Background: an optimization exercise with open tools, aiming at small area. Do not read the settings as production practice. Only simulation tests tie the RTL to the original design; equivalence was not proved. Power and IR drop assume default switching activity.

==> module rf_rbusy, before the edit <==
module rf_rbusy (
    input  logic [3:0]  lo,
    input  logic [7:0]  hi,
    input  logic [31:1] b,
    output logic        y
);
    logic [31:0] bz;
    logic [7:0]  g;     
    logic [7:0]  gn;
    logic [3:0]  n;
    assign bz = {b, 1'b0};
    for (genvar j = 0; j < 8; j++) begin : g_grp
        logic [1:0] p;
        rf_aoi22 u_p0 (.a1(lo[0]), .a2(bz[4*j]),   .b1(lo[1]), .b2(bz[4*j+1]), .y(p[0]));
        rf_aoi22 u_p1 (.a1(lo[2]), .a2(bz[4*j+2]), .b1(lo[3]), .b2(bz[4*j+3]), .y(p[1]));
        rf_nand2 u_g  (.a(p[0]), .b(p[1]), .y(g[j]));
    end
    for (genvar k = 0; k < 4; k++) begin : g_hi
        rf_aoi22 u_h (.a1(hi[2*k]), .a2(g[2*k]), .b1(hi[2*k+1]), .b2(g[2*k+1]), .y(n[k]));
    end
    rf_nand4 u_y (.a(n[0]), .b(n[1]), .c(n[2]), .d(n[3]), .y(y));
endmodule
==> module rf_aoi22, before the edit <==
module rf_aoi22 (
    input  logic a1, a2, b1, b2,
    output logic y
);
    assign y = !((a1 && a2) || (b1 && b2));
endmodule
==> module reg_file_mp, before the edit <==
module reg_file_mp #(
    parameter int XLEN  = 32,
    parameter int NREGS = 32,
    parameter int NRD   = 2,
    parameter int NWR   = 2,
    parameter int AW    = $clog2(NREGS)
) (
    input  logic                clk,
    input  logic                rstn,
    input  logic [NWR-1:0]      wr_en,
    input  logic [NWR*AW-1:0]   wr_addr,
    input  logic [NWR*XLEN-1:0] wr_data,
    input  logic [NRD-1:0]      rd_en,
    input  logic [NRD*AW-1:0]   rd_addr,
    output logic [NRD*XLEN-1:0] rd_data,
    output logic [NRD-1:0]      rd_busy,
    input  logic                alloc_en,
    input  logic [AW-1:0]       alloc_addr,
    output logic [AW:0]         busy_cnt,
    input  logic                flush
);
    logic [NREGS-1:1] qt [XLEN];       
    logic [NREGS-1:1] valid;
    logic [NREGS-1:1] busy;
    logic [NREGS-1:1] busy_nxt;
    logic [AW:0]      cnt_nxt;
    logic [NREGS-1:1] sel1, sel0;      
    logic [NREGS-1:1] wr_hit;
    logic [NREGS-1:1] alloc_dec;
    logic [3:0]       wlo1, wlo0, alon;
    logic [7:0]       whi1, whi0, ahin;
    rf_predec u_wpd1 (.en(wr_en[1]), .a(wr_addr[AW +: AW]), .lo(wlo1), .hi(whi1));
    rf_predec u_wpd0 (.en(wr_en[0]), .a(wr_addr[0 +: AW]),  .lo(wlo0), .hi(whi0));
    rf_predec_n u_apd (.en(alloc_en), .a(alloc_addr),      .lon(alon), .hin(ahin));
    for (genvar r = 1; r < NREGS; r++) begin : g_reg
        logic [XLEN-1:0] qn;
        logic [XLEN-1:0] nxt;
        logic            v;
        logic            bsy;
        logic            v_nxt, bsy_nxt;
        rf_nor2 u_adec (.a(alon[r % 4]), .b(ahin[r / 4]), .y(alloc_dec[r]));
        rf_ctl u_ctl (.lo1(wlo1[r % 4]), .hi1(whi1[r / 4]), .lo0(wlo0[r % 4]), .hi0(whi0[r / 4]),
                      .alloc(alloc_dec[r]), .flush(flush), .v(v), .bsy(bsy),
                      .w1(sel1[r]), .w0(sel0[r]), .hit(wr_hit[r]),
                      .v_nxt(v_nxt), .bsy_nxt(bsy_nxt));
        for (genvar b = 0; b < XLEN; b++) begin : g_bit
            rf_wbit u_w (.w1(sel1[r]), .d1(wr_data[XLEN + b]), .w0(sel0[r]), .d0(wr_data[b]),
                         .hit(wr_hit[r]), .qn(qn[b]), .dn(nxt[b]));
            assign qt[b][r] = qn[b];
        end
        always_ff @(posedge clk) begin
            qn <= nxt;
        end
        always_ff @(posedge clk or negedge rstn) begin
            if (!rstn) begin
                v <= 1'b0;
            end else begin
                v <= v_nxt;
            end
        end
        always_ff @(posedge clk or negedge rstn) begin
            if (!rstn) begin
                bsy <= 1'b0;
            end else begin
                bsy <= bsy_nxt;
            end
        end
        assign valid[r]    = v;
        assign busy[r]     = bsy;
        assign busy_nxt[r] = bsy_nxt;
    end
    rf_scoreboard #(
        .NREGS (NREGS),
        .AW    (AW)
    ) u_scoreboard (
        .busy     (busy_nxt),
        .busy_cnt (cnt_nxt)
    );
    always_ff @(posedge clk or negedge rstn) begin
        if (!rstn) begin
            busy_cnt <= '0;
        end else begin
            busy_cnt <= cnt_nxt;
        end
    end
    for (genvar p = 0; p < NRD; p++) begin : g_rd
        logic [AW-1:0]    addr;
        logic [NREGS-1:1] sn;
        assign addr = rd_addr[p*AW +: AW];
        logic [3:0]       lo;
        logic [7:0]       hi;
        rf_predec u_pd (.en(rd_en[p]), .a(addr), .lo(lo), .hi(hi));
        for (genvar r = 1; r < NREGS; r++) begin : g_sel
            rf_rsel u_s (.lo(lo[r % 4]), .hi(hi[r / 4]), .v(valid[r]), .sn(sn[r]));
        end
        for (genvar b = 0; b < XLEN; b++) begin : g_bit
            rf_rbit u_r (.sn(sn), .qn(qt[b]), .y(rd_data[p*XLEN + b]));
        end
        rf_rbusy u_rb (.lo(lo), .hi(hi), .b(busy), .y(rd_busy[p]));
    end
endmodule
==> flow/config.mk <==
export PLATFORM = sky130hd
export DESIGN_NAME = reg_file_mp
export DESIGN_NICKNAME = reg_file_mp
export VERILOG_FILES = /design/flow/design.v
export SDC_FILE = /design/flow/constraint.sdc
export NUM_CORES = 8
export LEC_CHECK = 0
export CAP_MARGIN = 10
export CORE_MARGIN = 2
export CORE_UTILIZATION = 50
export GPL_TIMING_DRIVEN = 0
export PLACE_DENSITY = 0.65
export SLEW_MARGIN = 10
export SYNTH_HIERARCHICAL = 1
==> flow/constraint.sdc <==
create_clock -name core_clock -period 7.0 [get_ports {clk}]
set_input_delay 1.4000 -clock core_clock [delete_from_list [all_inputs] [get_ports {clk}]]
set_output_delay 1.4000 -clock core_clock [all_outputs]
set_load 0.01 [all_outputs]
standard.sh (not shown) runs the stock make flow with config.mk's settings and CLKGATE_MAP_FILE= SYNTH_SCRIPT=/design/flow/synth_recipe.tcl, a recipe that flattens the netlist after the stock synthesis.
==> flow/flow/run.sh <==
#!/bin/bash
# Standard synthesis, then every combinational cell swapped to its smallest
# drive strength, then the standard layout with ABC buffers removed, the port
# buffers of flow/ports.tcl and a clock tree of fewer, larger sink clusters
# without dummy loads. Each tool's output goes to its own log here.
set -euo pipefail
R=orfs/results/sky130hd/reg_file_mp/base
bash standard.sh synth > synth.log 2>&1
SYNTH_ODB=$R/1_synth.odb openroad -no_init -exit flow/downsize.tcl > downsize.log 2>&1
touch $R/1_synth.sdc
bash standard.sh REMOVE_ABC_BUFFERS=1 DONT_BUFFER_PORTS=1 \
  "PRE_GLOBAL_PLACE_TCL=$PWD/flow/ports.tcl" \
  'CTS_ARGS=-sink_clustering_enable -repair_clock_nets -dont_use_dummy_load -buf_list sky130_fd_sc_hd__clkbuf_8 -sink_clustering_size 15 -sink_clustering_max_diameter 100' \
  finish > layout.log 2>&1
Other scripts of this flow, unchanged in this note and not shown: flow/flow/downsize.tcl, flow/flow/ports.tcl
The starting point produced a layout that fails on max-capacitance violations, max-slew violations.
Rerun with:
--- a/flow/design.v
+++ b/flow/design.v
@@ -87,40 +87,12 @@
     output logic sn
 );
     logic s;
     rf_and3 u_a (.a(lo), .b(hi), .c(v), .y(s));
     rf_inv  u_i (.a(s), .y(sn));
 endmodule
-module rf_rbusy (
-    input  logic [3:0]  lo,
-    input  logic [7:0]  hi,
-    input  logic [31:1] b,
-    output logic        y
-);
-    logic [31:0] bz;
-    logic [7:0]  g;     
-    logic [7:0]  gn;
-    logic [3:0]  n;
-    assign bz = {b, 1'b0};
-    for (genvar j = 0; j < 8; j++) begin : g_grp
-        logic [1:0] p;
-        rf_aoi22 u_p0 (.a1(lo[0]), .a2(bz[4*j]),   .b1(lo[1]), .b2(bz[4*j+1]), .y(p[0]));
-        rf_aoi22 u_p1 (.a1(lo[2]), .a2(bz[4*j+2]), .b1(lo[3]), .b2(bz[4*j+3]), .y(p[1]));
-        rf_nand2 u_g  (.a(p[0]), .b(p[1]), .y(g[j]));
-    end
-    for (genvar k = 0; k < 4; k++) begin : g_hi
-        rf_aoi22 u_h (.a1(hi[2*k]), .a2(g[2*k]), .b1(hi[2*k+1]), .b2(g[2*k+1]), .y(n[k]));
-    end
-    rf_nand4 u_y (.a(n[0]), .b(n[1]), .c(n[2]), .d(n[3]), .y(y));
-endmodule
-module rf_aoi22 (
-    input  logic a1, a2, b1, b2,
-    output logic y
-);
-    assign y = !((a1 && a2) || (b1 && b2));
-endmodule
 module rf_ctl (
     input  logic lo1,
     input  logic hi1,
     input  logic lo0,
     input  logic hi0,
     input  logic alloc,
@@ -262,14 +234,12 @@
     output logic [AW:0]         busy_cnt,
     input  logic                flush
 );
     logic [NREGS-1:1] qt [XLEN];       
     logic [NREGS-1:1] valid;
     logic [NREGS-1:1] busy;
-    logic [NREGS-1:1] busy_nxt;
-    logic [AW:0]      cnt_nxt;
     logic [NREGS-1:1] sel1, sel0;      
     logic [NREGS-1:1] wr_hit;
     logic [NREGS-1:1] alloc_dec;
     logic [3:0]       wlo1, wlo0, alon;
     logic [7:0]       whi1, whi0, ahin;
     rf_predec u_wpd1 (.en(wr_en[1]), .a(wr_addr[AW +: AW]), .lo(wlo1), .hi(whi1));
@@ -305,41 +275,35 @@
             if (!rstn) begin
                 bsy <= 1'b0;
             end else begin
                 bsy <= bsy_nxt;
             end
         end
-        assign valid[r]    = v;
-        assign busy[r]     = bsy;
-        assign busy_nxt[r] = bsy_nxt;
+        assign valid[r] = v;
+        assign busy[r]  = bsy;
     end
     rf_scoreboard #(
         .NREGS (NREGS),
         .AW    (AW)
     ) u_scoreboard (
-        .busy     (busy_nxt),
-        .busy_cnt (cnt_nxt)
+        .busy     (busy),
+        .busy_cnt (busy_cnt)
     );
-    always_ff @(posedge clk or negedge rstn) begin
-        if (!rstn) begin
-            busy_cnt <= '0;
-        end else begin
-            busy_cnt <= cnt_nxt;
-        end
-    end
     for (genvar p = 0; p < NRD; p++) begin : g_rd
         logic [AW-1:0]    addr;
         logic [NREGS-1:1] sn;
+        logic [NREGS-1:0] bz;
         assign addr = rd_addr[p*AW +: AW];
         logic [3:0]       lo;
         logic [7:0]       hi;
         rf_predec u_pd (.en(rd_en[p]), .a(addr), .lo(lo), .hi(hi));
         for (genvar r = 1; r < NREGS; r++) begin : g_sel
             rf_rsel u_s (.lo(lo[r % 4]), .hi(hi[r / 4]), .v(valid[r]), .sn(sn[r]));
         end
         for (genvar b = 0; b < XLEN; b++) begin : g_bit
             rf_rbit u_r (.sn(sn), .qn(qt[b]), .y(rd_data[p*XLEN + b]));
         end
-        rf_rbusy u_rb (.lo(lo), .hi(hi), .b(busy), .y(rd_busy[p]));
+        assign bz         = {busy, 1'b0};
+        assign rd_busy[p] = rd_en[p] && bz[addr];
     end
 endmodule
 `default_nettype wire
Outcome: Now the flow passed the timing, DRC and antenna checks; fmax fell by 1.7%; combinational power fell by about 1%; clock-buffer cell count is unchanged; die area barely changes; wire length fell by 5.6%; flip-flop and latch count fell by 6; clock power fell by about 2%; via count fell by 3.8%; sequential share of layout area fell by 0.16 points; utilization fell by 0.18 points; non-clock buffer count fell by 5; worst setup slack is worse by 0.12 ns.

separate check: timing with driven ports:
In the flow no input, the clock included, has a driving cell. The finished layouts below were timed again as built, in two steps. Step 1 (the two cells are an assumption about what drives the block):
set clk [get_ports {clk}]
set_driving_cell -lib_cell sky130_fd_sc_hd__clkbuf_16 $clk
set_driving_cell -lib_cell sky130_fd_sc_hd__buf_2 [delete_from_list [all_inputs] $clk]
Step 2 moves the port delays by t, midway between the first and last clock arrival at a register: inputs arrive t later, outputs are due t later. That takes back most of the time a late clock gives input paths. a / b / c = ideal ports / drivers / drivers and shift; a / b = the first two.
run	shift t [ns]	setup slack, ns	worst setup path at the end
the first run	0.854	0.336 / 0.379 / -0.475	input to register
the second run	0.836	0.219 / 0.184 / 0.184	input to output
The setup slack of the first run, which loses most, moves by +0.043 ns with the drivers and by -0.811 ns with both steps.
